From an optimization exercise on the open Yosys and OpenROAD flow, aimed at small area, a short achievable clock period and few clock cycles per item; shortcuts taken in it are not production practice. RTL that was checked went through simulation tests only; none was proved equivalent to the original. Only the layout flow was run in runs 1 and 2; the RTL was not checked for function there. Power figures rest on the tool's default switching activity, not on a simulated workload.

File: flow/config.mk
export PLATFORM = sky130hd
export DESIGN_NAME = rsa_modexp
export DESIGN_NICKNAME = rsa_modexp
export VERILOG_FILES = /design/flow/design.v
export SDC_FILE = /design/flow/constraint.sdc
export NUM_CORES = 4
export LEC_CHECK = 0
export CAP_MARGIN = 20
export CORE_MARGIN = 2
export CORE_UTILIZATION = 40
export SETUP_SLACK_MARGIN = 4.5
export SLEW_MARGIN = 20
File: flow/constraint.sdc
create_clock -name core_clock -period 8.0 [get_ports {clk}]
set_input_delay 1.6000 -clock core_clock [delete_from_list [all_inputs] [get_ports {clk}]]
set_output_delay 1.6000 -clock core_clock [all_outputs]
set_load 0.01 [all_outputs]
File: flow/design.v
package rsa_pkg;
    typedef logic [64-1:0] rsa_word_t;
    typedef struct packed {
        logic      mode;
        rsa_word_t msg;
        rsa_word_t exp;
        rsa_word_t modulus;
    } rsa_req_t;
    typedef struct packed {
        rsa_word_t x;
        rsa_word_t y;
    } mont_op_t;
endpackage
`timescale 1ns/1ps
module rsa_modexp (
    input  logic        clk,
    input  logic        rst_n,
    input  logic        start,
    input  logic        mode,
    input  logic [63:0] msg,
    input  logic [63:0] exp,
    input  logic [63:0] modulus,
    output logic [63:0] result,
    output logic        busy,
    output logic        done
);
    localparam int DPC = 2;                           
    localparam int D   = DPC * ((34 + DPC - 1) / DPC);  
    localparam int NC  = D / DPC;                     
    localparam int W   = 66;                          
    localparam int WA  = 67;                          
    localparam int XB  = 2 * DPC + 1;                 
    logic s_idle, s_init, s_r2, s_r2fix, s_mul, s_cpa, s_fix1, s_fsub, s_ffix, s_done;
    logic o_conv, o_sq, o_mul, o_fc, o_m1;
    logic        mode_q;
    logic [7:0]  cnt;
    logic [5:0]  k;         
    logic [63:0] e_q;       
    logic [63:0] n_q;       
    logic [65:0] n3_q;      
    logic [W-1:0] c_q;      
    logic [64:0] m_q;       
    logic [WA-1:0] s_q;     
    logic [WA-1:0] k_q;     
    logic          cl_q;    
    logic [DPC-1:0] oc_q, tc_q, om_q, tm_q, o1_q, t1_q, ng_q;
    logic [WA:0]  c_x;      
    logic [WA:0]  m_x;
    assign c_x = {c_q[W-1], c_q, 1'b0};
    assign m_x = {2'b00, m_q, 1'b0};
    logic [DPC-1:0][WA-1:0] p_a;
    genvar j, i;
    generate
        for (j = 0; j < DPC; j++) begin : g_row
            for (i = 0; i < WA; i++) begin : g_bit
                logic mag;
                if (i == 0) begin : g_b0
                    assign mag = (oc_q[j] & c_x[1]) | (om_q[j] & m_x[1]) | o1_q[j];
                end else if (i == 1) begin : g_b1
                    assign mag = (oc_q[j] & c_x[2]) | (tc_q[j] & c_x[1])
                               | (om_q[j] & m_x[2]) | (tm_q[j] & m_x[1]) | t1_q[j];
                end else begin : g_bn
                    assign mag = (oc_q[j] & c_x[i+1]) | (tc_q[j] & c_x[i])
                               | (om_q[j] & m_x[i+1]) | (tm_q[j] & m_x[i]);
                end
                assign p_a[j][i] = mag ^ ng_q[j] ^ (i == WA - 1);
            end
        end
    endgenerate
    logic [3:0] py_q;       
    logic [3:0] ni_q;       
    logic [3:0] vq, qq;
    assign vq = s_q[3:0] + k_q[3:0] + {3'b000, cl_q} + py_q;
    assign qq = 4'(vq * ni_q);
    localparam int WT = WA + 4;             
    logic [WT-1:0] r_s, r_c, r_p0, r_p1, r_q0, r_q1;
    logic [WT-1:0] l1_s, l1_c, l2_s, l2_c, l3_s, l3_c, l4_s, l4_c;
    logic [WT-1:0] l1_cs, l2_cs, l3_cs, l4_cs;
    function automatic logic [WT-1:0] qmul(input logic [1:0] q,
                                           input logic [63:0] n,
                                           input logic [65:0] n3);
        case (q)
            2'd1:    qmul = WT'(n);
            2'd2:    qmul = WT'({n, 1'b0});
            2'd3:    qmul = WT'(n3);
            default: qmul = '0;
        endcase
    endfunction
    assign r_s  = WT'(s_q);
    assign r_c  = WT'(k_q);
    assign r_p0 = WT'({1'b1, p_a[0]});
    assign r_p1 = WT'({1'b1, p_a[1], ng_q[1], ng_q[1]});
    assign r_q0 = qmul(qq[1:0], n_q, n3_q);
    assign r_q1 = WT'({qmul(qq[3:2], n_q, n3_q), 2'b00});
    assign l1_s  = r_s ^ r_c ^ r_p0;
    assign l1_c  = (r_s & r_c) | (r_s & r_p0) | (r_c & r_p0);
    assign l1_cs = {l1_c[WT-2:0], ng_q[0]};
    assign l2_s  = l1_s ^ l1_cs ^ r_p1;
    assign l2_c  = (l1_s & l1_cs) | (l1_s & r_p1) | (l1_cs & r_p1);
    assign l2_cs = {l2_c[WT-2:0], cl_q};
    assign l3_s  = l2_s ^ l2_cs ^ r_q0;
    assign l3_c  = (l2_s & l2_cs) | (l2_s & r_q0) | (l2_cs & r_q0);
    assign l3_cs = {l3_c[WT-2:0], ng_q[1]};
    assign l4_s  = l3_s ^ l3_cs ^ r_q1;
    assign l4_c  = (l3_s & l3_cs) | (l3_s & r_q1) | (l3_cs & r_q1);
    assign l4_cs = {l4_c[WT-2:0], 1'b0};
    logic [WA-1:0] s_nx, k_nx;
    logic          cl_nx;
    assign s_nx  = l4_s[WT-1:4];
    assign k_nx  = l4_cs[WT-1:4];
    assign cl_nx = |{l4_s[3:0], l4_cs[3:0]};
    logic         c_neg;
    logic         add_inv, add_use_n;
    logic [W-1:0] add_a, add_b, add_s;
    logic         add_ci;
    logic [W:0]   add_w;
    assign c_neg     = c_q[W-1];
    assign add_inv   = (s_r2 && !c_neg) || s_fsub;
    assign add_use_n = s_r2 || s_fsub || ((s_r2fix || s_fix1 || s_ffix) && c_neg);
    always_comb begin
        if (s_cpa) begin
            add_a  = s_q[W-1:0];
            add_b  = k_q[W-1:0];
            add_ci = cl_q;
        end else if (s_init) begin
            add_a  = {1'b0, n_q, 1'b0};
            add_b  = {2'b00, n_q};
            add_ci = 1'b0;
        end else begin
            add_a  = s_r2 ? {c_q[W-2:0], 1'b0} : c_q;
            add_b  = add_use_n ? ({2'b00, n_q} ^ {W{add_inv}}) : '0;
            add_ci = add_inv;
        end
    end
    assign add_w = {add_a, 1'b1} + {add_b, add_ci};
    assign add_s = add_w[W:1];
    logic exp0;       
    logic mul_last;
    logic load_d;     
    logic o_conv_n, o_sq_n, o_mul_n, o_fc_n, o_m1_n;
    logic [XB-1:0] xb_n;
    assign exp0     = !mode_q && !e_q[63];
    assign mul_last = (cnt == 8'(NC));
    always_comb begin
        o_conv_n = o_conv; o_sq_n = o_sq; o_mul_n = o_mul;
        o_fc_n   = o_fc;   o_m1_n = o_m1;
        if (s_cpa) begin
            o_conv_n = 1'b0;
            o_sq_n   = 1'b0;
            o_mul_n  = 1'b0;
            o_fc_n   = 1'b0;
            o_m1_n   = 1'b0;
            if (o_conv) begin
                if (mode_q)          o_m1_n  = 1'b1;
                else if (k == 6'd0)  o_fc_n  = 1'b1;
                else                 o_sq_n  = 1'b1;
            end else if (o_sq) begin
                if (e_q[63])         o_mul_n = 1'b1;
                else if (k == 6'd1)  o_fc_n  = 1'b1;
                else                 o_sq_n  = 1'b1;
            end else if (o_mul) begin
                if (k == 6'd1)       o_fc_n  = 1'b1;
                else                 o_sq_n  = 1'b1;
            end
        end
    end
    localparam int CPW = 2 * D + XB;
    logic [CPW-1:0] c_pad;
    assign c_pad  = {{(CPW-W-1){c_q[W-1]}}, c_q, 1'b0};
    assign load_d = s_r2fix || (s_cpa && (o_conv || o_sq || o_mul));
    always_comb begin
        if (load_d) xb_n = {add_s[XB-2:0], 1'b0};
        else        xb_n = c_pad[cnt[5:0] * (2 * DPC) +: XB];
    end
    logic [DPC-1:0] bd_one, bd_two, bd_neg;
    generate
        for (j = 0; j < DPC; j++) begin : g_bd
            assign bd_one[j] = xb_n[2*j+1] ^ xb_n[2*j];
            assign bd_two[j] = (xb_n[2*j+2] & !xb_n[2*j+1] & !xb_n[2*j])
                             | (!xb_n[2*j+2] & xb_n[2*j+1] & xb_n[2*j]);
            assign bd_neg[j] = xb_n[2*j+2];
        end
    endgenerate
    logic [3:0] y_lo_n, py_n, t0_n, m0_n;
    logic [1:0] t1_n, m1_n;
    always_comb begin
        if (o_sq_n)      y_lo_n = load_d ? add_s[3:0] : c_q[3:0];
        else if (o_fc_n) y_lo_n = 4'd1;
        else if (s_cpa && o_conv && mode_q) y_lo_n = e_q[3:0];
        else             y_lo_n = m_q[3:0];
        t0_n = ({4{bd_one[0]}} & y_lo_n) | ({4{bd_two[0]}} & {y_lo_n[2:0], 1'b0});
        t1_n = ({2{bd_one[1]}} & y_lo_n[1:0]) | ({2{bd_two[1]}} & {y_lo_n[0], 1'b0});
        m0_n = bd_neg[0] ? 4'(-t0_n) : t0_n;
        m1_n = bd_neg[1] ? 2'(-t1_n) : t1_n;
        py_n = m0_n + {m1_n, 2'b00};
    end
    always_ff @(posedge clk) begin
        if (!rst_n) begin
            s_idle  <= 1'b1;
            s_init  <= 1'b0;
            s_r2    <= 1'b0;
            s_r2fix <= 1'b0;
            s_mul   <= 1'b0;
            s_cpa   <= 1'b0;
            s_fix1  <= 1'b0;
            s_fsub  <= 1'b0;
            s_ffix  <= 1'b0;
            s_done  <= 1'b0;
            busy    <= 1'b0;
        end else begin
            s_idle  <= (s_idle && !start) || s_done;
            s_init  <= s_idle && start;
            s_r2    <= s_init || (s_r2 && cnt != 8'd0);
            s_r2fix <= s_r2 && cnt == 8'd0;
            s_mul   <= (s_r2fix && !exp0) || (s_mul && !mul_last)
                    || (s_cpa && (o_conv || o_sq || o_mul));
            s_cpa   <= s_mul && mul_last;
            s_fix1  <= s_cpa && (o_fc || o_m1);
            s_fsub  <= s_fix1;
            s_ffix  <= s_fsub;
            s_done  <= s_ffix || (s_r2fix && exp0);
            busy    <= (s_idle && start) || (busy && !s_done);
        end
    end
    assign done = s_done;
    always_ff @(posedge clk) begin
        if (s_idle) begin
            mode_q <= mode;
            n_q    <= modulus;
            e_q    <= exp;
            m_q    <= {1'b0, msg};
            k      <= 6'd63;
        end
        if (s_init) begin
            n3_q <= add_s;
            ni_q <= 4'(n_q[3:0] * n_q[3:0] * n_q[3:0] - 4'd2 * n_q[3:0]);
        end
        if (s_init) begin
            o_conv <= 1'b1;
            o_sq   <= 1'b0;
            o_mul  <= 1'b0;
            o_fc   <= 1'b0;
            o_m1   <= 1'b0;
        end else begin
            o_conv <= o_conv_n;
            o_sq   <= o_sq_n;
            o_mul  <= o_mul_n;
            o_fc   <= o_fc_n;
            o_m1   <= o_m1_n;
        end
        if (s_init)
            cnt <= n_q[63] ? 8'(2 * 2 * D - 64) : 8'(2 * 2 * D - 1);
        else if (s_r2 && cnt != 8'd0)
            cnt <= cnt - 8'd1;
        else if (s_r2fix || s_cpa)
            cnt <= 8'd1;
        else if (s_mul)
            cnt <= cnt + 8'd1;
        if (s_r2 && !mode_q && !e_q[63] && k != 6'd0) begin
            e_q <= e_q << 1;
            k   <= k - 6'd1;
        end
        if (s_cpa) begin
            if (o_conv && !mode_q) begin
                e_q <= e_q << 1;
            end else if ((o_sq && !e_q[63]) || o_mul) begin
                e_q <= e_q << 1;
                k   <= k - 6'd1;
            end
        end
        if (s_cpa && o_conv)
            m_q <= mode_q ? {1'b0, e_q} : add_s[64:0];
        if (s_mul || load_d) begin
            oc_q <= bd_one & {DPC{o_sq_n}};
            tc_q <= bd_two & {DPC{o_sq_n}};
            om_q <= bd_one & {DPC{o_conv_n | o_mul_n | o_m1_n}};
            tm_q <= bd_two & {DPC{o_conv_n | o_mul_n | o_m1_n}};
            o1_q <= bd_one & {DPC{o_fc_n}};
            t1_q <= bd_two & {DPC{o_fc_n}};
            ng_q <= bd_neg;
            py_q <= py_n;
        end
    end
    always_ff @(posedge clk) begin
        if (s_init || (s_r2fix && exp0))
            c_q <= (s_init && n_q[63]) ? {2'b00, 1'b1, 63'd0} : W'(1);
        else if (s_r2 || s_r2fix || s_cpa || s_fix1 || s_fsub || s_ffix)
            c_q <= add_s;
    end
    always_ff @(posedge clk) begin
        if (s_mul) begin
            s_q  <= s_nx;
            k_q  <= k_nx;
            cl_q <= cl_nx;
        end else begin
            s_q  <= {1'b1, 66'd0};
            k_q  <= '0;
            cl_q <= 1'b0;
        end
    end
    assign result = c_q[63:0];
endmodule
File: flow/run.sh
#!/bin/bash
# synth_recipe.tcl (not shown) runs the flow's synth.tcl, then flattens the netlist and writes it again
# the make line also repeats each setting of config.mk as NAME=value (left out here)
make -C /OpenROAD-flow-scripts/flow DESIGN_CONFIG=/design/flow/config.mk WORK_HOME=/design/flow/orfs CLKGATE_MAP_FILE= SYNTH_SCRIPT=/design/flow/synth_recipe.tcl finish
==> results.txt, run 1 <==
share of layout cells above drive strength 1=23.6%; initial cell density of the core=40.1%; internal power=0.00704 W; Post-Syn Area=40,700 sq um; clock network fraction of total power=28.0%; CP Launch Type=register; status=no timing/DRC/antenna violations; mux cell area share after synthesis=6.67%; final setup TNS=0 ps; Synth Flop Type=edfxtp_1; LEAKAGE=22.3 nW; Die W=323 um; Max stage delay on crit path=750 ps; Synth async-reset ratio=0%; Finished Cell Area=54,500 sq um; Crit. path cell count=24; gr usage total=30.3%; maximum VDD drop=0.000140 V; Simple-Gate Fraction of Synth Area=11.9%; I/O pin total=262; Seq/Total Area, Yosys=32.4%; Bufs and invs on worst path=10; sequential share of power=30.4%; Max stage delay cell, worst path=o31ai_1; largest net degree at the start of global routing=90; TritonCTS clock tree=done; clk_skew=37.8 ps; vias in the first global route=36,736; crit path DAT=5380 ps; Core ar.=101,000 sq um; Max Cap Violations=0; DRT Pass-1 Iters=16; Max Freq=200 MHz; crit path max fanout=3; first-pass GRT wire length=237,000 um; TritonCTS Buffers=66; Root Driver=clkbuf_16; Area Growth Syn to Fin=33.8%; Placer Congestion=0.925; Pwr per Cell Area=205 nW/um^2; top-area cell type share of the netlist area=21.5%; DIE AREA=104,000 sq um; Worst-Skew Late Latency=670 ps; Slew HR=21.0%; Die Y=323 um; main combinational cell family by area after synthesis=compound AO/OA/AOI/OAI gates; crit share post-route=62.6%; number of synthesized flops with an enable pin=292; drt via density=6.00; initial antenna violation count=6; Sw Ratio=37.0%; hold buffer count at CTS=0; syn_area_per_cell=8.98 sq um; Min-Delay Path Class=register to register; CTS sink count=513; cell mode on critical path=buf_6; placed wire-length estimate=104,000 um; Ys Warns=1; DR WL/cell=26.4 um; Synth area leaders=edfxtp_1 (22%), fa_1 (13%), dfxtp_1 (11%), nand2_1 (5.5%), xnor2_1 (5.3%); CP required=8370 ps; RSZ-0062 raised after global routing=yes; Netlist cell types=89; R2R depth=24; Period minus WS final=5010 ps; crit path kind=register to register; Via Count=38,605; Final setup viols=0; drt first-iter violations=4,451; synthesized-area fraction occupied by adder cells=16.2%; H-tree levels=3; sw power=0.00413 W; post-synthesis instance total=4,537; Final Hold Vio Count=0; drt drc=0; row cnt=117; crit-path cells=buf_6 -> nor2b_4 -> nor2_4 -> buf_4 -> buf_4 -> o31ai_1 -> fa_2 -> nand3_2 -> a211oi_4 -> o21ai_2 -> buf_4 -> buf_6 -> buf_4 -> buf_6 -> buf_6 -> buf_6 -> buf_6 -> nand2_1 -> o21ai_1 -> nand2b_1 -> a21oi_2 -> o21bai_1 -> xnor2_2 -> nor2_1; Clock transition at path regs=60 ps; most area-hungry cell type in the Yosys netlist=edfxtp_1; Top delay family on crit path=compound AO/OA/AOI/OAI gates; Compound-Gate Fraction of Synth Area=18.3%; gr ovfl total=0; Hold Path Stages=1; Slew @ Worst Pin=1180 ps; Critical Path End Type=register; # port buffers=261; Comb pwr share=41.6%; nets@finish=5,575; DP Area=44,600 sq um; antenna-violating nets left=0; CTS max path bufs=3; Slew Limit Fails=0; Post-Syn Nets=5,096; Synth Register Bits=513; Routed WL=170,000 um; Post-Synth XOR/XNOR Area=5.97%
-- cell type report --
class / instances / area (sq um)
Antenna cell: 1 / 2.50
Clock buffer: 86 / 1810
Clock inverter: 36 / 369
Fill cell: 8719 / 46900
Inverter: 488 / 1840
Multi-Input combinational cell: 3168 / 27500
Sequential cell: 513 / 13200
Tap cell: 1368 / 1710
Timing Repair Buffer: 779 / 8090
-- cells by family (layout without fill, tap and decap cells) --
logic type,after synthesis,count (layout)
and+or+nand+nor,1161,1163
AOI/OAI and AO/OA,1122,1122
buffers and inverters,858,1389
DFF,513,513
adders and majority gates,364,364
xor gates and xnor gates,276,276
muxes,243,243
other,0,1
-- state kept, by name, indices dropped and copies added, names as in the netlist, 6 cells and up --
name  cells
n_q      64
n3_q     66
k_q      67
c_q      66
k         6
s_q      67
e_q      64
m_q      65
cnt       8
-- cell usage after synthesis, types with 9 or more instances --
master	number
o21bai_1	19
nor2_1	361
buf_1	29
mux2i_1	159
and2_1	32
xnor2_1	247
o21a_1	20
fa_1	271
mux2_2	68
edfxtp_1	292
o221ai_1	9
ha_1	92
nor2b_1	12
buf_2	9
a21o_1	45
nor3_1	28
inv_1	481
and3_1	22
dfxtp_1	221
a22oi_1	66
a21oi_1	222
buf_4	68
nand2_1	598
nand4_1	16
o21ai_0	337
a31oi_1	30
xor2_1	28
nand3_1	38
mux4_2	16
a221oi_1	131
nand2b_1	14
a22o_1	148
clkbuf_1	260
-- worst paths after layout --
check	to	from	slack [ps]
worst max-delay path	c_q[15]	c_q[65]	2990
worst min-delay path	k[5]	k[5]	470
worst min register to register	k[5]	k[5]	470
worst max register to register	c_q[15]	c_q[65]	2990
-- per-stage QoR --
| step | hold WS [ps] | util, % | instances | setup WS [ps] | total power, W |
|---|---|---|---|---|---|
| after floorplan | 437 | - | 4537 | 3470 | 0.00552 |
| after global placement | 454 | 43.9 | 5849 | 2050 | 0.00646 |
| after detailed placement | 457 | 43.9 | 5850 | 1990 | 0.00649 |
| after CTS | 473 | 51.3 | 6305 | 3310 | 0.0105 |
| after global routing | 496 | 53.7 | 6438 | 2860 | 0.0116 |
| final | 471 | 53.7 | 6439 | 2990 | 0.0112 |
-- routing by layer --
metal	up-vias	GRT usage, %	routed length (um)
li1	16501	-	-
met1	18831	39.1	64100
met2	2565	48.2	75200
met3	698	6.18	18700
met4	10	15.4	11700
met5	-	0	69
-- power by group through the flow --
stage               Combinational, W  Clock [W]  Sequential [W]
floorplan                    0.00221          0         0.00331
global placement             0.00291          0         0.00356
detailed placement           0.00294          0         0.00355
CTS                          0.00399    0.00315         0.00338
global route                 0.00496    0.00324         0.00341
finish                       0.00465    0.00313         0.00340
-- cell usage in the layout, fill, tap and decap left out, types with 76 or more instances in the layout --
master / n
a21oi_1: 183
nor2_1: 323
nand2_1: 577
fa_1: 231
o21ai_1: 76
a22o_1: 148
buf_4: 320
clkdlybuf4s50_1: 242
edfxtp_1: 292
dfxtp_1: 216
a221oi_1: 130
inv_1: 461
o21ai_0: 236
xnor2_1: 186
buf_6: 123
mux2i_1: 155
-- repair_timing --
item	CTS	global route
pin swaps	208	224
gates cloned	22	7
setup endpoints to repair	501	418
setup buffers	311	125
gates resized for setup	462	316
==> run 2, diff against run 1 <==
--- a/flow/design.v
+++ b/flow/design.v
@@ -114,9 +114,9 @@
     logic [W-1:0] add_a, add_b, add_s;
     logic         add_ci;
     logic [W:0]   add_w;
-    assign c_neg     = c_q[W-1];
-    assign add_inv   = (s_r2 && !c_neg) || s_fsub;
-    assign add_use_n = s_r2 || s_fsub || ((s_r2fix || s_fix1 || s_ffix) && c_neg);
+    logic n_idle, n_init, n_r2, n_r2fix, n_mul, n_cpa, n_fix1, n_fsub, n_ffix, n_done;
+    logic c_neg_n;
+    assign c_neg = c_q[W-1];
     always_comb begin
         if (s_cpa) begin
             add_a  = s_q[W-1:0];
@@ -194,32 +194,49 @@
         m1_n = bd_neg[1] ? 2'(-t1_n) : t1_n;
         py_n = m0_n + {m1_n, 2'b00};
     end
+    assign n_idle  = (s_idle && !start) || s_done;
+    assign n_init  = s_idle && start;
+    assign n_r2    = s_init || (s_r2 && cnt != 8'd0);
+    assign n_r2fix = s_r2 && cnt == 8'd0;
+    assign n_mul   = (s_r2fix && !exp0) || (s_mul && !mul_last)
+                  || (s_cpa && (o_conv || o_sq || o_mul));
+    assign n_cpa   = s_mul && mul_last;
+    assign n_fix1  = s_cpa && (o_fc || o_m1);
+    assign n_fsub  = s_fix1;
+    assign n_ffix  = s_fsub;
+    assign n_done  = s_ffix || (s_r2fix && exp0);
+    assign c_neg_n = (s_init || (s_r2fix && exp0)) ? 1'b0 :
+                     (s_r2 || s_r2fix || s_cpa || s_fix1 || s_fsub || s_ffix) ? add_s[W-1] :
+                     c_neg;
     always_ff @(posedge clk) begin
         if (!rst_n) begin
-            s_idle  <= 1'b1;
-            s_init  <= 1'b0;
-            s_r2    <= 1'b0;
-            s_r2fix <= 1'b0;
-            s_mul   <= 1'b0;
-            s_cpa   <= 1'b0;
-            s_fix1  <= 1'b0;
-            s_fsub  <= 1'b0;
-            s_ffix  <= 1'b0;
-            s_done  <= 1'b0;
-            busy    <= 1'b0;
+            s_idle    <= 1'b1;
+            s_init    <= 1'b0;
+            s_r2      <= 1'b0;
+            s_r2fix   <= 1'b0;
+            s_mul     <= 1'b0;
+            s_cpa     <= 1'b0;
+            s_fix1    <= 1'b0;
+            s_fsub    <= 1'b0;
+            s_ffix    <= 1'b0;
+            s_done    <= 1'b0;
+            busy      <= 1'b0;
+            add_inv   <= 1'b0;
+            add_use_n <= 1'b0;
         end else begin
-            s_idle  <= (s_idle && !start) || s_done;
-            s_init  <= s_idle && start;
-            s_r2    <= s_init || (s_r2 && cnt != 8'd0);
-            s_r2fix <= s_r2 && cnt == 8'd0;
-            s_mul   <= (s_r2fix && !exp0) || (s_mul && !mul_last)
-                    || (s_cpa && (o_conv || o_sq || o_mul));
-            s_cpa   <= s_mul && mul_last;
-            s_fix1  <= s_cpa && (o_fc || o_m1);
-            s_fsub  <= s_fix1;
-            s_ffix  <= s_fsub;
-            s_done  <= s_ffix || (s_r2fix && exp0);
-            busy    <= (s_idle && start) || (busy && !s_done);
+            s_idle    <= n_idle;
+            s_init    <= n_init;
+            s_r2      <= n_r2;
+            s_r2fix   <= n_r2fix;
+            s_mul     <= n_mul;
+            s_cpa     <= n_cpa;
+            s_fix1    <= n_fix1;
+            s_fsub    <= n_fsub;
+            s_ffix    <= n_ffix;
+            s_done    <= n_done;
+            busy      <= n_init || (busy && !s_done);
+            add_inv   <= (n_r2 && !c_neg_n) || n_fsub;
+            add_use_n <= n_r2 || n_fsub || ((n_r2fix || n_fix1 || n_ffix) && c_neg_n);
         end
     end
     assign done = s_done;
--- a/flow/config.mk
+++ b/flow/config.mk
@@ -10,3 +10,4 @@
 export CORE_UTILIZATION = 40
 export SETUP_SLACK_MARGIN = 4.5
 export SLEW_MARGIN = 20
+export TNS_END_PERCENT = 10
==> run 2 against run 1 <==
  * Still clean
  * Final cell count shrank 5.4%
  * Sequential cell count grew 2
  * Critical path depth decreased by 6
  * Setup slack better by 330 ps
  * Critical path type unchanged
==> results.txt, run 2 <==
status=no timing/DRC/antenna violations; top-area cell type share of the netlist area=21.5% (about the same); Core ar.=101,000 sq um (unchanged); hold slack=461 ps (-10.0 ps); commonest non-fill, non-tap cell in the layout=nand2_1; TritonCTS Buffers=66 (unchanged); antenna-violating nets left=0 (unchanged); Via Count=35,233 (-8.7%); CP required=8540 ps (+170 ps); # port buffers=261 (unchanged); Pwr per Cell Area=200 nW/um^2 (-2.2%); Slew @ Worst Pin=1100 ps (-82.6 ps); largest net degree at the start of global routing=105 (+17%); Clock transition at path regs=70 ps (about the same); post-synthesis instance total=4,533 (-0.088%); first-pass GRT wire length=226,000 um (-4.8%); Ys Warns=1 (unchanged); placed cells=5,833 (-0.29%); final setup TNS=0 ps (unchanged); initial antenna violation count=8 (+2); DRT Pass-1 Iters=7 (-9); Die Y=323 um (about the same); placed wire-length estimate=103,000 um (-0.85%); drt via density=5.78 (-3.5%); Commonest cells post-synth=nand2_1 (603), inv_1 (479), nor2_1 (368); Placer Congestion=0.943 (+1.9%); TritonCTS clock tree=done; final worst slack=3320 ps (+331 ps); DIE AREA=104,000 sq um (about the same); I/O pin total=262 (unchanged); drt first-iter violations=4,003 (-10%); most area-hungry cell type in the Yosys netlist=edfxtp_1; gr ovfl total=0 (unchanged); Die W=323 um (about the same); RSZ-0062 raised after global routing=yes; DR WL/cell=25.1 um (-5.0%); crit path kind=register to register; H-tree levels=3 (unchanged); initial cell density of the core=40.2% (about the same); Slew HR=26.1% (+5.0 points); most common cell in the netlist=nand2_1; crit share post-route=58.5% (-4.1 points); Area Growth Syn to Fin=19.6%; CTS max path bufs=3 (unchanged); Synth area leaders=edfxtp_1 (22%), fa_1 (13%), dfxtp_1 (11%), nand2_1 (5.6%), xnor2_1 (5.3%); Routed WL=153,000 um (-10%); Non-Filler Instances=6,091 (-5.4%); Post-Syn Area=40,800 sq um (about the same); Synth Register Bits=515 (+0.39%); Root Driver=clkbuf_16; Critical Path End Type=register; clk_skew=32.0 ps (-5.87 ps); Max Cap Violations=0 (unchanged); pre-CTS worst setup slack=2230 ps (+240 ps); biggest registers after layout=k_q: 67 flops, s_q: 67 flops; number of synthesized flops with an enable pin=292 (unchanged); CTS sink count=515 (+0.39%); hold buffer count at CTS=0 (unchanged); CP Launch Type=register; vias in the first global route=34,489 (-6.1%); Netlist cell types=82 (-7.9%); Seq/Total Area, Yosys=32.5% (+0.078 points); nets@finish=5,226 (-6.3%); crit path DAT=5220 ps (-160 ps); Period minus WS final=4680 ps (-331 ps); Min-Delay Path Class=register to register; drt drc=0 (unchanged); Final setup viols=0 (unchanged); syn_area_per_cell=8.99 sq um (+0.15%); gr usage total=28.8% (-1.5 points); LEAKAGE=19.7 nW (-12%); Slew Limit Fails=0 (unchanged); Synth async-reset ratio=0% (unchanged); Post-Syn Nets=5,090 (-0.12%); commonest cells after routing, fill and taps aside=nand2_1 (597), inv_1 (479), nor2_1 (363); share of layout cells above drive strength 1=11.6% (-12 points); crit path max fanout=8 (+5); maximum VDD drop=0.000137 V (-1.6%); Synth Flop Type=edfxtp_1; Worst-Skew Late Latency=640 ps (-30 ps); Diodes inserted=0 (-1); Final Hold Vio Count=0 (unchanged); Max Freq=214 MHz (+7.1%); row cnt=117 (unchanged)
## run 2: changes by cell type after synthesis, moves of 6 or more
cell / before / now
nor3_1: 28 / 15
xor2_1: 28 / 37
a21oi_1: 222 / 205
o21a_1: 20 / 26
o211ai_1: 6 / 13
o221ai_1: 9 / 1
and2_1: 32 / 38
mux2_2: 68 / 74
buf_1: 29 / 44
nor2_1: 361 / 368
mux2i_1: 159 / 142
nand2b_1: 14 / 5
## run 2: metrics by stage
step                      area, sq um  utilization (%)  power, W
after floorplan                 41000                -   0.00546
after global placement          44000             43.4   0.00643
after detailed placement        44000             43.4   0.00646
after CTS                       48600             47.9   0.00974
after global routing            48800             48.1    0.0103
final                           48800             48.1   0.00977
## run 2: repair_timing
item | 4_1_cts | 5_1_grt
gates cloned | 14 | 1
pin swaps | 99 | 38
resized for setup | 235 | 13
setup endpoints to repair | 462 | 387
setup buffers | 115 | 4
## run 2: worst max-delay path, cell delays in order (launching register included)
cell,delay (ps)
dfxtp_2,330
fa_1,530
ha_2,180
fa_1,440
and2_4,170
ha_4,270
ha_4,200
ha_4,170
xnor2_4,130
xnor2_2,150
xnor2_2,260
xor2_4,240
buf_6,190
buf_12,110
buf_16,160
mux2_2,350
a22oi_2,140
fa_1,440
nor2_1,110
## run 2: cell type report
type / instances / area (sq um)
fillers: 9576 / 52700
multi-input cells: 3158 / 25100
flip-flops and latches: 515 / 13300
repair buffers: 445 / 4820
clock buffers: 94 / 1840
inverters: 483 / 1820
well taps: 1368 / 1710
clock inverters: 28 / 196
## run 2: final timing paths
kind           from  endpoint  slack [ps]  cells after the start
min reg2reg  s_fsub    s_ffix         460                      1
min          s_fsub    s_ffix         460                      1
max reg2reg  k_q[0]   s_q[43]        3320                     18
max          k_q[0]   s_q[43]        3320                     18
## run 2: power breakdown
part	leakage [nW]	internal (W)	total, W	switching, W
Sequential	4.66	0.00311	0.00350	0.000393
Clock	1.00	0.00164	0.00291	0.00127
Combinational	14.1	0.00147	0.00336	0.00190
Total	19.7	0.00621	0.00977	0.00356
## run 2: cells by family after synthesis
group / share of synthesized area (%)
buffers and inverters: 8.63
AOI/OAI and AO/OA: 18.2
and+or+nand+nor: 11.9
adders and majority gates: 16.1
DFF: 32.5
xor gates and xnor gates: 6.16
muxes: 6.58
## run 2: routing by layer
layer | vias to the layer above | wire [um] | GRT usage (%)
met3 | 264 | 16600 | 6.71
met1 | 17384 | 65800 | 41.2
met4 | 2 | 5220 | 9.85
li1 | 15760 | - | -
met2 | 1823 | 65100 | 42.7
met5 | - | 13 | 0
==> run 3, diff against run 2 <==
--- a/flow/design.v
+++ b/flow/design.v
@@ -30,6 +30,7 @@
     localparam int W   = 66;                          
     localparam int WA  = 67;                          
     localparam int XB  = 2 * DPC + 1;                 
+    logic s_r2f;      
     logic s_idle, s_init, s_r2, s_r2fix, s_mul, s_cpa, s_fix1, s_fsub, s_ffix, s_done;
     logic o_conv, o_sq, o_mul, o_fc, o_m1;
     logic        mode_q;
@@ -127,7 +128,7 @@
             add_b  = {2'b00, n_q};
             add_ci = 1'b0;
         end else begin
-            add_a  = s_r2 ? {c_q[W-2:0], 1'b0} : c_q;
+            add_a  = (s_r2 && !(s_r2f && dr)) ? {c_q[W-2:0], 1'b0} : c_q;
             add_b  = add_use_n ? ({2'b00, n_q} ^ {W{add_inv}}) : '0;
             add_ci = add_inv;
         end
@@ -135,6 +136,10 @@
     assign add_w = {add_a, 1'b1} + {add_b, add_ci};
     assign add_s = add_w[W:1];
     logic exp0;       
+    logic dr;         
+    logic cv_done;    
+    assign dr      = n_q[63];
+    assign cv_done = (s_cpa && o_conv) || (s_r2fix && dr);
     logic mul_last;
     logic load_d;     
     logic o_conv_n, o_sq_n, o_mul_n, o_fc_n, o_m1_n;
@@ -144,13 +149,13 @@
     always_comb begin
         o_conv_n = o_conv; o_sq_n = o_sq; o_mul_n = o_mul;
         o_fc_n   = o_fc;   o_m1_n = o_m1;
-        if (s_cpa) begin
+        if (s_cpa || (s_r2fix && dr)) begin
             o_conv_n = 1'b0;
             o_sq_n   = 1'b0;
             o_mul_n  = 1'b0;
             o_fc_n   = 1'b0;
             o_m1_n   = 1'b0;
-            if (o_conv) begin
+            if (cv_done) begin
                 if (mode_q)          o_m1_n  = 1'b1;
                 else if (k == 6'd0)  o_fc_n  = 1'b1;
                 else                 o_sq_n  = 1'b1;
@@ -186,7 +191,7 @@
     always_comb begin
         if (o_sq_n)      y_lo_n = load_d ? add_s[3:0] : c_q[3:0];
         else if (o_fc_n) y_lo_n = 4'd1;
-        else if (s_cpa && o_conv && mode_q) y_lo_n = e_q[3:0];
+        else if (cv_done && mode_q) y_lo_n = e_q[3:0];
         else             y_lo_n = m_q[3:0];
         t0_n = ({4{bd_one[0]}} & y_lo_n) | ({4{bd_two[0]}} & {y_lo_n[2:0], 1'b0});
         t1_n = ({2{bd_one[1]}} & y_lo_n[1:0]) | ({2{bd_two[1]}} & {y_lo_n[0], 1'b0});
@@ -213,6 +218,7 @@
             s_idle    <= 1'b1;
             s_init    <= 1'b0;
             s_r2      <= 1'b0;
+            s_r2f     <= 1'b0;
             s_r2fix   <= 1'b0;
             s_mul     <= 1'b0;
             s_cpa     <= 1'b0;
@@ -227,6 +233,7 @@
             s_idle    <= n_idle;
             s_init    <= n_init;
             s_r2      <= n_r2;
+            s_r2f     <= s_init;
             s_r2fix   <= n_r2fix;
             s_mul     <= n_mul;
             s_cpa     <= n_cpa;
@@ -266,7 +273,7 @@
             o_m1   <= o_m1_n;
         end
         if (s_init)
-            cnt <= n_q[63] ? 8'(2 * 2 * D - 64) : 8'(2 * 2 * D - 1);
+            cnt <= dr ? 8'(2 * D) : 8'(2 * 2 * D - 1);
         else if (s_r2 && cnt != 8'd0)
             cnt <= cnt - 8'd1;
         else if (s_r2fix || s_cpa)
@@ -277,15 +284,17 @@
             e_q <= e_q << 1;
             k   <= k - 6'd1;
         end
+        if (cv_done && !mode_q) begin
+            e_q <= e_q << 1;
+        end
         if (s_cpa) begin
-            if (o_conv && !mode_q) begin
-                e_q <= e_q << 1;
+            if (o_conv) begin
             end else if ((o_sq && !e_q[63]) || o_mul) begin
                 e_q <= e_q << 1;
                 k   <= k - 6'd1;
             end
         end
-        if (s_cpa && o_conv)
+        if (cv_done)
             m_q <= mode_q ? {1'b0, e_q} : add_s[64:0];
         if (s_mul || load_d) begin
             oc_q <= bd_one & {DPC{o_sq_n}};
@@ -300,7 +309,7 @@
     end
     always_ff @(posedge clk) begin
         if (s_init || (s_r2fix && exp0))
-            c_q <= (s_init && n_q[63]) ? {2'b00, 1'b1, 63'd0} : W'(1);
+            c_q <= (s_init && dr) ? {1'b0, m_q} : W'(1);
         else if (s_r2 || s_r2fix || s_cpa || s_fix1 || s_fsub || s_ffix)
             c_q <= add_s;
     end
==> run 3 against run 2 <==
  * Still clean
  * Hold slack better by 3.8 ps
  * Clock power up 7.9%
  * Sequential share of layout area down 0.18 points
  * Sequential power about the same
  * Clock skew about the same
  * Wire length up 1.1%
  * Non-clock buffer count down 22
  * First-iteration DRC count down 16%
  * Largest cell class unchanged
  * Largest power group unchanged
==> results.txt, run 3 <==
placed wire-length estimate=103,000 um (+0.22%); Via Count=35,589 (+1.0%); post-synthesis instance total=4,533 (unchanged); CP required=8570 ps (+30 ps); CTS sink count=516 (+0.19%); Critical Path End Type=register; maximum VDD drop=0.000150 V (+9.0%); synthesized-area fraction occupied by adder cells=15.9% (-0.18 points); Max Freq=202 MHz (-5.4%); number of synthesized flops with an enable pin=292 (unchanged); Post-Syn Area=41,200 sq um (+1.1%); Die Y=325 um (+0.55%); Synth area leaders=edfxtp_1 (21%), fa_1 (13%), dfxtp_1 (11%), nand2_1 (5.8%), xnor2_1 (5.4%); DIE AREA=106,000 sq um (+1.1%); hold slack=465 ps (+3.80 ps); I/O pin total=262 (unchanged); biggest registers after layout=k_q: 67 flops, s_q: 67 flops; Min-Delay Path Class=register to register; mux cell area share after synthesis=7.56% (+0.98 points); final core occ=48.2% (+0.10 points); share of layout cells above drive strength 1=12.0% (+0.37 points); H-tree levels=3 (unchanged); row cnt=117 (unchanged); Synth async-reset ratio=0% (unchanged); commonest non-fill, non-tap cell in the layout=nand2_1; Pwr per Cell Area=206 nW/um^2 (+2.7%); Post-Synth XOR/XNOR Area=6.03% (-0.13 points); Non-Filler Instances=6,071 (-0.33%); Max Cap Violations=0 (unchanged); crit path max fanout=8 (unchanged); most common cell in the netlist=nand2_1; gr ovfl total=0 (unchanged); drt drc=0 (unchanged); Area Growth Syn to Fin=19.2%; initial cell density of the core=40.4% (+0.22 points); drt first-iter violations=3,351 (-16%); vias in the first global route=35,086 (+1.7%); first-pass GRT wire length=228,000 um (+1.2%); Slew Limit Fails=0 (unchanged); RSZ-0062 raised after global routing=yes; clk_skew=31.7 ps (-0.311 ps); Slew @ Worst Pin=1100 ps (+7.42 ps); Placer Congestion=0.953 (+1.1%); drt via density=5.86 (+1.3%); Core ar.=102,000 sq um (+0.58%); Post-Syn Nets=5,090 (unchanged); final setup TNS=0 ps (unchanged); TritonCTS Buffers=67 (+1.5%); placed cells=5,834 (+0.017%); Final setup viols=0 (unchanged); Final Hold Vio Count=0 (unchanged); crit path kind=register to register; Die W=325 um (+0.55%); Compound-Gate Fraction of Synth Area=18.5% (+0.33 points); Ys Warns=1 (unchanged); Routed WL=154,000 um (+1.1%); Synth Register Bits=516 (+0.19%); Worst-Skew Late Latency=660 ps (+20 ps); TritonCTS clock tree=done; commonest cells after routing, fill and taps aside=nand2_1 (634), inv_1 (431), o21ai_0 (316); CP Launch Type=register; antenna-violating nets left=0 (unchanged); Clock transition at path regs=60 ps (about the same); Slew HR=26.3% (+0.28 points); initial antenna violation count=1 (-7); LEAKAGE=20.0 nW (+1.1%); CTS max path bufs=3 (unchanged); gr usage total=28.4% (-0.38 points); nets@finish=5,206 (-0.38%); most area-hungry cell type in the Yosys netlist=edfxtp_1; DR WL/cell=25.4 um (+1.4%); syn_area_per_cell=9.09 sq um (+1.1%); status=no timing/DRC/antenna violations; Diodes inserted=0 (unchanged); Simple-Gate Fraction of Synth Area=11.7% (-0.16 points); crit path DAT=5510 ps (+290 ps); r2r setup slk=3050 ps (-270 ps); Commonest cells post-synth=nand2_1 (639), inv_1 (432), o21ai_0 (350); # port buffers=261 (unchanged); largest net degree at the start of global routing=143 (+36%); main combinational cell family by area after synthesis=compound AO/OA/AOI/OAI gates; Seq/Total Area, Yosys=32.2% (-0.31 points); DRT Pass-1 Iters=6 (-1); Period minus WS final=4950 ps (+268 ps); crit share post-route=61.8% (+3.4 points); Synth Flop Type=edfxtp_1; Root Driver=clkbuf_16; top-area cell type share of the netlist area=21.3% (-0.24 points); Netlist cell types=84 (+2.4%)
[run 3: cell types whose count changed after synthesis, moves of 10 or more]
| cell | change |
|---|---|
| inv_1 | -47 |
| nor2_1 | -80 |
| a21oi_1 | -21 |
| and2_1 | -12 |
| nor3_1 | +16 |
| o21ai_0 | +17 |
| nand3_1 | +21 |
| nand2_1 | +36 |
| a31oi_1 | -11 |
| a22o_1 | +61 |
| buf_2 | +10 |
| mux2i_1 | +52 |
| o21a_1 | -18 |
[run 3: kinds of logic (layout without fill, tap and decap cells)]
group,Yosys count,count (layout)
adders and majority gates,362,362
DFF,516,516
muxes,283,283
buffers and inverters,816,983
and+or+nand+nor,1150,1152
AOI/OAI and AO/OA,1123,1124
xor gates and xnor gates,283,283
[run 3: what timing repair did]
item / 4_1_cts / 5_1_grt
gates resized for setup: 108 / 105
gates cloned: 15 / 2
hold buffers: 0 / 0
pin swaps: 94 / 88
buffers inserted: 51 / 46
endpoints found under the setup margin: 411 / 410
[run 3: metal layers]
metal	track usage [%]	part of all wire, %	vias to the layer above
met5	0	0.0084	-
met4	12.5	4.9	2
met3	5.60	8.2	372
met2	47.2	47	1674
met1	35.9	40	17652
li1	-	-	15889
[run 3: cell type report]
type	count	area [sq um]
fillers	9727	52900
multi-input cells	3204	25800
flip-flops and latches	516	13300
repair buffers	423	4460
clock buffers	95	1960
well taps	1368	1710
inverters	437	1650
clock inverters	28	269
[run 3: where the power goes]
group	internal (W)	total, W	switching [W]
clock	0.00184	0.00314	0.00130
combinational	0.00150	0.00346	0.00196
sequential	0.00311	0.00351	0.000401
[run 3: stage by stage]
stage	worst slack, ps	instance area (sq um)	total power (W)
floorplan	3460	41900	0.00556
global placement	2400	44800	0.00656
detailed placement	2280	44800	0.00660
CTS	3110	48200	0.00996
global route	2870	49100	0.0106
finish	3050	49100	0.0101
[run 3: worst paths after layout]
path | start | endpoint | cells after the start
setup / recovery | py_q[0] | s_q[42] | 18
hold / removal | busy | busy | 1
setup reg to reg | py_q[0] | s_q[42] | 18
hold reg to reg | busy | busy | 1
[run 3: worst max-delay path, cell delays in order, from the launching register on]
cell and delay, ps:
edfxtp_1 390, fa_1 500, ha_2 180, fa_1 440
and2_1 160, ha_1 280, ha_1 310, ha_2 200
xnor2_2 150, xnor2_2 150, xnor2_2 270, xor2_4 240
buf_12 180, buf_16 150, buf_12 140, mux2_2 340
a22oi_1 190, fa_1 460, nor2_1 120
Testbench counts of run 3, summed over its fixed seeds: cycles 233,850, ops 192.
==> run 4, diff against run 3 <==
--- a/flow/design.v
+++ b/flow/design.v
@@ -71,28 +71,36 @@
     logic [3:0] py_q;       
     logic [3:0] ni_q;       
     logic [3:0] vq, qq;
-    assign vq = s_q[3:0] + k_q[3:0] + {3'b000, cl_q} + py_q;
-    assign qq = 4'(vq * ni_q);
+    logic [3:0] v_s, v_c;
+    assign v_s = s_q[3:0] ^ k_q[3:0] ^ py_q;
+    assign v_c = (s_q[3:0] & k_q[3:0]) | (s_q[3:0] & py_q) | (k_q[3:0] & py_q);
+    assign vq  = v_s + {v_c[2:0], cl_q};
+    logic q_b2a, q_b2b, q_c1, q_c2;
+    assign q_c1  = vq[1] & ni_q[1] & vq[0];
+    assign q_b2a = ni_q[1] & vq[1];
+    assign q_b2b = ni_q[2] & vq[0];
+    assign q_c2  = (vq[2] & q_b2a) ^ (vq[2] & q_b2b) ^ (vq[2] & q_c1)
+                 ^ (q_b2a & q_b2b) ^ (q_b2a & q_c1) ^ (q_b2b & q_c1);
+    assign qq[0] = vq[0];
+    assign qq[1] = vq[1] ^ (ni_q[1] & vq[0]);
+    assign qq[2] = vq[2] ^ q_b2a ^ q_b2b ^ q_c1;
+    assign qq[3] = vq[3] ^ (ni_q[1] & vq[2]) ^ (ni_q[2] & vq[1]) ^ (ni_q[3] & vq[0]) ^ q_c2;
     localparam int WT = WA + 4;             
     logic [WT-1:0] r_s, r_c, r_p0, r_p1, r_q0, r_q1;
     logic [WT-1:0] l1_s, l1_c, l2_s, l2_c, l3_s, l3_c, l4_s, l4_c;
     logic [WT-1:0] l1_cs, l2_cs, l3_cs, l4_cs;
-    function automatic logic [WT-1:0] qmul(input logic [1:0] q,
-                                           input logic [63:0] n,
-                                           input logic [65:0] n3);
-        case (q)
-            2'd1:    qmul = WT'(n);
-            2'd2:    qmul = WT'({n, 1'b0});
-            2'd3:    qmul = WT'(n3);
-            default: qmul = '0;
-        endcase
-    endfunction
     assign r_s  = WT'(s_q);
     assign r_c  = WT'(k_q);
     assign r_p0 = WT'({1'b1, p_a[0]});
     assign r_p1 = WT'({1'b1, p_a[1], ng_q[1], ng_q[1]});
-    assign r_q0 = qmul(qq[1:0], n_q, n3_q);
-    assign r_q1 = WT'({qmul(qq[3:2], n_q, n3_q), 2'b00});
+    logic [1:0] q1h, q2h, q3h;    
+    assign q1h = {qq[3:2] == 2'd1, qq[1:0] == 2'd1};
+    assign q2h = {qq[3:2] == 2'd2, qq[1:0] == 2'd2};
+    assign q3h = {qq[3:2] == 2'd3, qq[1:0] == 2'd3};
+    assign r_q0 = WT'(({66{q1h[0]}} & {2'b00, n_q}) | ({66{q2h[0]}} & {1'b0, n_q, 1'b0})
+                    | ({66{q3h[0]}} & n3_q));
+    assign r_q1 = WT'({({66{q1h[1]}} & {2'b00, n_q}) | ({66{q2h[1]}} & {1'b0, n_q, 1'b0})
+                    | ({66{q3h[1]}} & n3_q), 2'b00});
     assign l1_s  = r_s ^ r_c ^ r_p0;
     assign l1_c  = (r_s & r_c) | (r_s & r_p0) | (r_c & r_p0);
     assign l1_cs = {l1_c[WT-2:0], ng_q[0]};
@@ -118,21 +126,12 @@
     logic n_idle, n_init, n_r2, n_r2fix, n_mul, n_cpa, n_fix1, n_fsub, n_ffix, n_done;
     logic c_neg_n;
     assign c_neg = c_q[W-1];
-    always_comb begin
-        if (s_cpa) begin
-            add_a  = s_q[W-1:0];
-            add_b  = k_q[W-1:0];
-            add_ci = cl_q;
-        end else if (s_init) begin
-            add_a  = {1'b0, n_q, 1'b0};
-            add_b  = {2'b00, n_q};
-            add_ci = 1'b0;
-        end else begin
-            add_a  = (s_r2 && !(s_r2f && dr)) ? {c_q[W-2:0], 1'b0} : c_q;
-            add_b  = add_use_n ? ({2'b00, n_q} ^ {W{add_inv}}) : '0;
-            add_ci = add_inv;
-        end
-    end
+    logic sa_s, sa_n2, sa_c2, sa_c, sb_k, sb_n, sb_nn;
+    assign add_a  = ({W{sa_s}}  & s_q[W-1:0]) | ({W{sa_n2}} & {1'b0, n_q, 1'b0})
+                  | ({W{sa_c2}} & {c_q[W-2:0], 1'b0}) | ({W{sa_c}} & c_q);
+    assign add_b  = ({W{sb_k}}  & k_q[W-1:0]) | ({W{sb_n}} & {2'b00, n_q})
+                  | ({W{sb_nn}} & ~{2'b00, n_q});
+    assign add_ci = (sa_s & cl_q) | add_inv;
     assign add_w = {add_a, 1'b1} + {add_b, add_ci};
     assign add_s = add_w[W:1];
     logic exp0;       
@@ -229,6 +228,13 @@
             busy      <= 1'b0;
             add_inv   <= 1'b0;
             add_use_n <= 1'b0;
+            sa_s      <= 1'b0;
+            sa_n2     <= 1'b0;
+            sa_c2     <= 1'b0;
+            sa_c      <= 1'b1;
+            sb_k      <= 1'b0;
+            sb_n      <= 1'b0;
+            sb_nn     <= 1'b0;
         end else begin
             s_idle    <= n_idle;
             s_init    <= n_init;
@@ -244,6 +250,14 @@
             busy      <= n_init || (busy && !s_done);
             add_inv   <= (n_r2 && !c_neg_n) || n_fsub;
             add_use_n <= n_r2 || n_fsub || ((n_r2fix || n_fix1 || n_ffix) && c_neg_n);
+            sa_s      <= n_cpa;
+            sa_n2     <= n_init;
+            sa_c2     <= n_r2 && !(s_init && dr);
+            sa_c      <= !n_cpa && !n_init && !(n_r2 && !(s_init && dr));
+            sb_k      <= n_cpa;
+            sb_n      <= n_init || (!((n_r2 && !c_neg_n) || n_fsub)
+                                    && (n_r2 || n_fsub || ((n_r2fix || n_fix1 || n_ffix) && c_neg_n)));
+            sb_nn     <= ((n_r2 && !c_neg_n) || n_fsub);
         end
     end
     assign done = s_done;
==> run 4 against run 3 <==
  * Design area down 1.4%
  * Clock skew rose by 12 ps
  * Utilization is 0.31 points higher
  * Hold slack better by 11 ps
  * Critical path depth is 1 lower
  * Combinational power decreased by about 10%
  * Final cell count shrank 8.3%
  * Synthesized area down 2.1%
  * Synthesized cell count fell by 9.7%
==> results.txt, run 4 <==
crit-path cells=fa_1 -> ha_2 -> fa_2 -> buf_12 -> and2_4 -> ha_4 -> xnor2_4 -> xnor2_2 -> xnor2_2 -> buf_6 -> xor2_4 -> nor2b_4 -> buf_12 -> clkbuf_16 -> o2bb2ai_1 -> fa_1 -> and2_1; Slew @ Worst Pin=1210 ps (+102 ps); CP required=8510 ps (-60 ps); CTS max path bufs=3 (unchanged); Core ar.=100,000 sq um (-2.0%); gr ovfl total=0 (unchanged); first-pass GRT wire length=227,000 um (-0.58%); Clock transition at path regs=70 ps (about the same); drt first-iter violations=3,476 (+3.7%); most area-hungry cell type in the Yosys netlist=edfxtp_1; clk_skew=44.1 ps (+12.4 ps); DR WL/cell=28.7 um (+13%); Via Count=34,506 (-3.0%); vias in the first global route=34,445 (-1.8%); Die W=322 um (-1.1%); commonest cells after routing, fill and taps aside=inv_1 (317), nand2_1 (302), edfxtp_1 (291); Synth Flop Type=edfxtp_1; Final Hold Vio Count=0 (unchanged); Synth area leaders=edfxtp_1 (22%), fa_1 (13%), dfxtp_1 (11%), mux2i_1 (5.9%), a22o_1 (4.1%); Max Cap Violations=0 (unchanged); Commonest cells post-synth=inv_1 (318), nand2_1 (309), edfxtp_1 (291); I/O pin total=262 (unchanged); CP Launch Type=register; total power=0.00973 W (-3.8%); maximum VDD drop=0.000126 V (-16%); hold buffer count at CTS=0 (unchanged); post-synthesis instance total=4,092 (-9.7%); Root Driver=clkbuf_16; top-area cell type share of the netlist area=21.7% (+0.39 points); placed wire-length estimate=105,000 um (+1.5%); Post-Syn Area=40,300 sq um (-2.1%); Netlist cell types=89 (+6.0%); sw power=0.00343 W (-6.0%); crit share post-route=54.8% (-7.0 points); Slew Limit Fails=0 (unchanged); Worst-Skew Late Latency=650 ps (about the same); Area Growth Syn to Fin=20.2%; Ys Warns=1 (unchanged); biggest registers after layout=k_q: 67 flops, s_q: 67 flops; largest net degree at the start of global routing=86 (-40%); TritonCTS clock tree=done; commonest non-fill, non-tap cell in the layout=inv_1; initial antenna violation count=5 (+4); DRT Pass-1 Iters=6 (unchanged); Max stage delay cell, worst path=fa_2; most common cell in the netlist=inv_1; CTS sink count=516 (unchanged); Pwr per Cell Area=201 nW/um^2 (-2.4%); Slew HR=19.5% (-6.8 points); hold slack=475 ps (+10.6 ps); RSZ-0062 raised after global routing=yes; number of synthesized flops with an enable pin=291 (-0.34%); TritonCTS Buffers=67 (unchanged); Period minus WS final=4380 ps (-564 ps); gr usage total=29.1% (+0.71 points); Min-Delay Path Class=register to register; share of layout cells above drive strength 1=11.5% (-0.51 points); internal power=0.00630 W (-2.5%); clock network fraction of total power=32.2% (+1.2 points); Max stage delay on crit path=520 ps (+20 ps); row cnt=116 (-0.85%); nets@finish=4,768 (-8.4%); Placer Congestion=0.911 (-4.4%); Final setup viols=0 (unchanged); Routed WL=160,000 um (+3.4%); crit path max fanout=8 (unchanged); Seq/Total Area, Yosys=32.8% (+0.67 points); Sw Ratio=35.3% (-0.84 points); DIE AREA=103,000 sq um (-2.1%); Critical Path End Type=register; Synth Register Bits=516 (unchanged); # port buffers=261 (unchanged); Die Y=322 um (-1.1%); initial cell density of the core=40.3% (-0.053 points); H-tree levels=3 (unchanged); crit path DAT=4890 ps (-620 ps); crit path kind=register to register; Post-Syn Nets=4,645 (-8.7%); drt drc=0 (unchanged); sequential share of power=36.0% (+1.2 points); final setup TNS=0 ps (unchanged); Max Freq=228 MHz (+13%); Comb pwr share=31.8% (-2.4 points); final core occ=48.5% (+0.31 points); drt via density=6.20 (+5.8%); antenna-violating nets left=0 (unchanged); LEAKAGE=19.7 nW (-1.5%); syn_area_per_cell=9.86 sq um (+8.4%); Synth async-reset ratio=0% (unchanged); status=no timing/DRC/antenna violations
## run 4: cell type report
cell class	count	area, sq um
Tap cell	1298	1620
Clock buffer	91	1930
Timing Repair Buffer	426	4570
Antenna cell	1	2.50
Clock inverter	30	278
Sequential cell	516	13300
Multi-Input combinational cell	2881	25600
Fill cell	9223	51500
Inverter	323	1230
## run 4: repair_timing
| action | CTS | global route |
|---|---|---|
| setup endpoints to repair | 344 | 389 |
| gates resized for setup | 68 | 183 |
| hold endpoints to repair | 0 | 0 |
| setup buffers | 28 | 67 |
| gates cloned | 6 | 13 |
| pin swaps | 10 | 49 |
## run 4: worst paths after layout
path / start / endpoint / slack [ps] / cells after the start
max reg2reg: py_q[0] / s_q[54] / 3620 / 17
max: py_q[0] / s_q[54] / 3620 / 17
min reg2reg: k[5] / k[5] / 480 / 1
min: k[5] / k[5] / 480 / 1
## run 4: routing by layer
metal,wire (um),share of wire [%],track usage (%)
met5,43,0.027,0.189
met4,7880,4.9,12.2
met3,15600,9.8,5.90
met2,73600,46,47.4
met1,62500,39,37.7
## run 4: stage by stage
stage | cell area, sq um | instances | worst slack [ps]
3_5_place_dp | 43700 | 5330 | 1720
2_1_floorplan | 40800 | 4092 | 4160
3_3_place_gp | 43700 | 5330 | 1760
6_report | 48500 | 5566 | 3620
4_1_cts | 46600 | 5485 | 3660
5_1_grt | 48500 | 5566 | 3510
## run 4: worst max-delay path: cells and delay by family, from the launching register on
family	cells	cell delay, ps
XOR/XNOR	4	660
flip-flops	1	390
AND/OR/NAND/NOR	3	500
AO/OA/AOI/OAI	1	150
adder cells (fa/ha/maj)	5	1800
buffers and inverters	4	720
## run 4: cells by family after synthesis
group	share of synthesized area, %
buf+inv	7.17
flops	32.8
compound gates	21.5
mux	7.22
fa+ha+maj	16.1
simple gates	10.5
xor+xnor	4.59
## run 4: power by group through the flow
stage | clock network, W | registers [W] | logic (W)
4_1_cts | 0.00316 | 0.00350 | 0.00281
3_3_place_gp | 0 | 0.00356 | 0.00270
6_report | 0.00313 | 0.00350 | 0.00310
5_1_grt | 0.00327 | 0.00352 | 0.00339
2_1_floorplan | 0 | 0.00333 | 0.00197
3_5_place_dp | 0 | 0.00356 | 0.00274
Testbench counts of run 4, summed over its fixed seeds: cycles 233,850, ops 192.
==> run 5, diff against run 4 <==
--- a/flow/config.mk
+++ b/flow/config.mk
@@ -7,7 +7,7 @@
 export LEC_CHECK = 0
 export CAP_MARGIN = 20
 export CORE_MARGIN = 2
-export CORE_UTILIZATION = 40
+export CORE_UTILIZATION = 55
 export SETUP_SLACK_MARGIN = 4.5
 export SLEW_MARGIN = 20
 export TNS_END_PERCENT = 10
==> run 5 against run 4 <==
  * Hold slack about the same
  * Non-clock buffer count down 11
  * Synthesized area unchanged
  * Utilization up 17 points
  * Count of clock-buffer cells in the layout down 2
  * Critical path type unchanged
  * Largest cell class unchanged
==> results.txt, run 5 <==
Sw Ratio=35.7% (+0.37 points); syn_area_per_cell=9.86 sq um (unchanged); Max stage delay on crit path=500 ps (-20 ps); Post-Syn Nets=4,645 (unchanged); hold buffer count at CTS=0 (unchanged); Root Driver=clkbuf_16; top-area cell type share of the netlist area=21.7% (unchanged); Placer Congestion=1.00 (+10%); most area-hungry cell type in the Yosys netlist=edfxtp_1; Max Freq=232 MHz (+1.7%); RSZ-0062 raised after global routing=yes; Max Cap Violations=0 (unchanged); LEAKAGE=19.5 nW (-0.65%); CP Launch Type=register; vias in the first global route=35,568 (+3.3%); Top delay family on crit path=adder cells; CP required=8560 ps (+50 ps); Critical Path End Type=register; sequential share of power=37.6% (+1.6 points); total power=0.00932 W (-4.2%); reg2reg start=py_q[0]; I/O pin total=262 (unchanged); Synth Register Bits=516 (unchanged); drt drc=0 (unchanged); placed wire-length estimate=100,000 um (-3.9%); Seq/Total Area, Yosys=32.8% (unchanged); first-pass GRT wire length=229,000 um (+1.1%); initial cell density of the core=55.4% (+15 points); Ys Warns=1 (unchanged); commonest non-fill, non-tap cell in the layout=inv_1; Netlist cell types=89 (unchanged); CTS sink count=516 (unchanged); Die W=275 um (-15%); crit path kind=register to register; Max stage delay cell, worst path=fa_1; TritonCTS Buffers=59 (-12%); DIE AREA=75,500 sq um (-27%); Bufs and invs on worst path=5 (+1); DP Area=43,300 sq um (-0.76%); hold_sp=e_q[34]; drt via density=6.86 (+11%); Final Hold Vio Count=0 (unchanged); Worst-Skew Late Latency=670 ps (+20 ps); CTS max path bufs=3 (unchanged); clock network fraction of total power=29.8% (-2.4 points); clk_skew=35.1 ps (-8.97 ps); number of synthesized flops with an enable pin=291 (unchanged); # port buffers=261 (unchanged); H-tree levels=2 (-1); nets@finish=4,749 (-0.40%); crit path DAT=4870 ps (-20 ps); crit path max fanout=33 (+25); internal power=0.00600 W (-4.7%); Slew Limit Fails=0 (unchanged); gr ovfl total=0 (unchanged); gr usage total=40.8% (+12 points); final setup TNS=0 ps (unchanged); Post-Syn Area=40,300 sq um (unchanged); row cnt=99 (-15%); Commonest cells post-synth=inv_1 (318), nand2_1 (309), edfxtp_1 (291); commonest cells after routing, fill and taps aside=inv_1 (318), nand2_1 (307), edfxtp_1 (291); maximum VDD drop=0.000199 V (+57%); Synth Flop Type=edfxtp_1; sw power=0.00332 W (-3.2%); drt first-iter violations=4,039 (+16%); Synth area leaders=edfxtp_1 (22%), fa_1 (13%), dfxtp_1 (11%), mux2i_1 (5.9%), a22o_1 (4.1%); initial antenna violation count=5 (unchanged); antenna-violating nets left=0 (unchanged); biggest registers after layout=k_q: 67 flops, s_q: 67 flops; status=no timing/DRC/antenna violations; post-synthesis instance total=4,092 (unchanged); Final setup viols=0 (unchanged); Comb pwr share=32.6% (+0.8 points); DRT Pass-1 Iters=6 (unchanged); TritonCTS clock tree=done; Area Growth Syn to Fin=18.2%; Clock transition at path regs=60 ps (about the same); DR WL/cell=30.8 um (+7.5%); Slew @ Worst Pin=1230 ps (+24.1 ps); share of layout cells above drive strength 1=10.6% (-0.86 points); Slew HR=17.9% (-1.6 points); Finished Cell Area=47,700 sq um (-1.6%); largest net degree at the start of global routing=71 (-17%); Worst Setup SP=py_q[0]; Routed WL=161,000 um (+0.62%); most common cell in the netlist=inv_1; crit-path cells=fa_1 -> ha_2 -> fa_2 -> buf_6 -> buf_6 -> mux2i_1 -> o21bai_1 -> a221oi_2 -> o22ai_4 -> xor2_4 -> buf_12 -> buf_4 -> buf_16 -> nor3b_1 -> fa_1 -> and2_1; Pwr per Cell Area=196 nW/um^2 (-2.6%); Period minus WS final=4310 ps (-71.6 ps); Min-Delay Path Class=register to register; Core ar.=72,800 sq um (-27%); Die Y=275 um (-15%); Synth async-reset ratio=0% (unchanged); Via Count=35,716 (+3.5%); crit share post-route=53.9% (-0.90 points)
-- run 5: path summary, 6_finish.rpt --
check | depth (start not counted) | to | slack, ps
worst min-delay path | 2 | e_q[35] | 480
worst max-delay path | 16 | s_q[63] | 3690
worst max register to register | 16 | s_q[63] | 3690
worst min register to register | 2 | e_q[35] | 480
-- run 5: layout make-up --
| type | count | area, sq um |
|---|---|---|
| Fill cell | 5857 | 25200 |
| Tap cell | 959 | 1200 |
| Clock inverter | 21 | 215 |
| Timing Repair Buffer | 415 | 4690 |
| Multi-Input combinational cell | 2881 | 25400 |
| Inverter | 323 | 1230 |
| Sequential cell | 516 | 13300 |
| Clock buffer | 89 | 1690 |
| Antenna cell | 4 | 10.0 |
-- run 5: power by group through the flow --
stage	clock network (W)	logic, W	registers (W)
floorplan	0	0.00197	0.00333
global placement	0	0.00265	0.00354
detailed placement	0	0.00272	0.00354
CTS	0.00278	0.00285	0.00349
global route	0.00288	0.00330	0.00351
finish	0.00278	0.00304	0.00350
-- run 5: metrics by stage --
step	utilization, %	std cells	worst slack [ps]	hold slack, ps
5_1_grt	65.5	5208	3570	494
3_3_place_gp	59.4	4989	2510	450
2_1_floorplan	-	4092	4160	438
3_5_place_dp	59.5	4992	2460	466
4_1_cts	63.9	5159	3780	477
6_report	65.5	5208	3690	475
-- run 5: repair_timing --
action / CTS / global route
buffers inserted: 44 / 33
setup endpoints to repair: 365 / 371
cloned: 13 / 12
gates resized for setup: 93 / 103
pin swaps: 8 / 45
-- run 5: worst register-to-register path: cells and delay by family (launching register included) --
family / cells / cell delay, ps
compound gates: 3 / 570
xor+xnor: 1 / 170
fa+ha+maj: 4 / 1630
buf+inv: 5 / 750
flops: 1 / 380
mux: 1 / 150
simple gates: 2 / 580
-- run 5: cells by family (layout without fill, tap and decap cells) --
logic type	after synthesis	in the layout	share of synthesized area, %
AOI/OAI and AO/OA	1161	1161	21.5
xor gates and xnor gates	210	211	4.59
adders and majority gates	358	358	16.1
buffers and inverters	697	848	7.17
DFF	516	516	32.8
muxes	265	265	7.22
other	0	4	0
and+or+nand+nor	885	886	10.5
-- run 5: metal layers --
metal | routed length, um | track usage, % | up-vias
met5 | 11 | 0 | -
met4 | 10300 | 20.8 | 2
met3 | 17400 | 9.11 | 589
met2 | 73400 | 66.4 | 2333
met1 | 59500 | 51.0 | 17812
li1 | - | - | 14980
==> run 6, diff against run 5 <==
--- a/flow/config.mk
+++ b/flow/config.mk
@@ -5,6 +5,7 @@
 export SDC_FILE = /design/flow/constraint.sdc
 export NUM_CORES = 4
 export LEC_CHECK = 0
+export ABC_AREA = 1
 export CAP_MARGIN = 20
 export CORE_MARGIN = 2
 export CORE_UTILIZATION = 55
==> run 6 against run 5 <==
  * Still clean on timing, DRC and antenna
  * Register-to-register slack improved by 50 ps
  * Synthesized area is 1.7% lower
  * Design area up 1.3%
  * Via count is 7.1% higher
  * Die area shrank 1.7%
  * Utilization up 2.2 points
  * Critical path depth grew 2
  * Critical path type unchanged
  * Largest cell class unchanged
  * Largest power group is now combinational cells
  * Highest routed layer is now met4
==> results.txt, run 6 <==
TritonCTS Buffers=61 (+3.4%); gr usage total=42.3% (+1.6 points); commonest cells after routing, fill and taps aside=nand2_1 (974), inv_1 (800), edfxtp_1 (291); H-tree levels=2 (unchanged); final core occ=67.7% (+2.2 points); Synth Flop Type=edfxtp_1; drt via density=6.39 (-6.8%); number of synthesized flops with an enable pin=291 (unchanged); CP Launch Type=register; Ys Warns=1 (unchanged); share of layout cells above drive strength 1=10.3% (-0.36 points); Post-Syn Nets=5,342 (+15%); Area Growth Syn to Fin=21.8%; I/O pin total=262 (unchanged); Worst-Skew Late Latency=660 ps (about the same); hold slack=463 ps (-12.0 ps); Seq/Total Area, Yosys=33.4% (+0.58 points); initial cell density of the core=55.5% (+0.15 points); crit path max fanout=8 (-76%); crit path kind=register to register; clk_skew=26.0 ps (-9.17 ps); first-pass GRT wire length=234,000 um (+2.2%); Synth Register Bits=516 (unchanged); wire length on met2=70,900 um (-3.5%); Met1 Wirelength=59,400 um (-0.20%); DR WL/cell=27.2 um (-12%); crit share post-route=53.3% (-0.62 points); crit path DAT=4820 ps (-50 ps); initial antenna violation count=0 (-5); commonest non-fill, non-tap cell in the layout=nand2_1; Pwr per Cell Area=206 nW/um^2 (+5.4%); Min-Delay Path Class=register to register; Core ar.=71,400 sq um (-2.0%); Synth area leaders=edfxtp_1 (22%), fa_1 (14%), dfxtp_1 (11%), nand2_1 (9.5%), inv_1 (7.9%); drt drc=0 (unchanged); Period minus WS final=4260 ps (-49.5 ps); CTS sink count=516 (unchanged); Synth async-reset ratio=0% (unchanged); RSZ-0062 raised after global routing=yes; status=no timing/DRC/antenna violations; Placer Congestion=1.01 (+0.52%); Netlist cell types=54 (-39%); CP required=8560 ps (about the same); placed wire-length estimate=104,000 um (+3.8%); DIE AREA=74,200 sq um (-1.7%); Critical Path End Type=register; hold buffer count at CTS=0 (unchanged); top routing layer in use=met4; CTS max path bufs=3 (unchanged)
-- run 6: cell count changes in the layout (fill, tap and decap cells not counted), sizes merged, moves of 81 or more --
cell / change
o22ai: +250
o211ai: +123
a22oi: -129
nand2: +711
xor2: +163
and2: -137
xnor2: -159
o21ai: +81
o221ai: +92
a22o: -189
mux2i: -236
inv: +519
-- run 6: cell type report --
cell class	count	area (sq um)
well taps	950	1190
clock buffers	81	1660
diodes	4	10.0
flip-flops and latches	516	13300
repair inverters	8	90.1
multi-input cells	3128	23600
fillers	5940	23100
clock inverters	35	355
inverters	842	3350
repair buffers	416	4730
-- run 6: power breakdown --
group          internal [W]  total [W]  switching (W)
Sequential          0.00312    0.00334       0.000217
Combinational       0.00140    0.00372        0.00232
Clock               0.00168    0.00289        0.00122
-- run 6: cells by family after synthesis --
group	synth area share, %
XOR/XNOR	4.73
flip-flops	33.4
AND/OR/NAND/NOR	13.7
adder cells (fa/ha/maj)	16.4
AO/OA/AOI/OAI	20.1
buffers and inverters	11.7
-- run 6: path summary, 6_finish.rpt --
kind	depth (start not counted)	startpoint	end	slack (ps)
setup reg to reg	18	py_q[0]	s_q[58]	3740
hold / removal	2	s_fsub	s_ffix	460
hold reg to reg	2	s_fsub	s_ffix	460
setup / recovery	18	py_q[0]	s_q[58]	3740
-- run 6: through the flow --
stage	setup WS (ps)	cell area [sq um]	total power, W	cells
after CTS	3850	46900	0.00960	5947
after global routing	3580	48300	0.0104	5976
final	3740	48300	0.00996	5980
after detailed placement	2900	42400	0.00647	5735
after global placement	3140	42400	0.00645	5735
after floorplan	4360	39700	0.00540	4789
-- run 6: critical path: cells and delay by family, from the launching register on --
kind                     cells  cell delay, ps
XOR/XNOR                     3             570
AO/OA/AOI/OAI                2             460
AND/OR/NAND/NOR              4             410
buffers and inverters        5             620
adder cells (fa/ha/maj)      4            1710
flip-flops                   1             390
-- run 6: metal layers --
layer	track usage [%]	vias up
li1	-	16530
met1	54.9	18160
met2	64.9	2874
met3	11.3	672
met4	22.4	0
met5	0	-
-- run 6: repair_timing --
action | in CTS | in global routing
endpoints found under the setup margin | 400 | 339
pin swaps | 36 | 32
cloned | 28 | 9
endpoints found under the hold margin | 0 | 0
resized for setup | 240 | 193
buffers inserted | 68 | 20

Check on run 6: ideal ports give 3.740 ns setup slack; a clkbuf_16 on the clock port and buf_2 on the inputs give 3.740 ns; moving port delays by the midpoint clock arrival (0.716 ns) as well gives 3.740 ns.
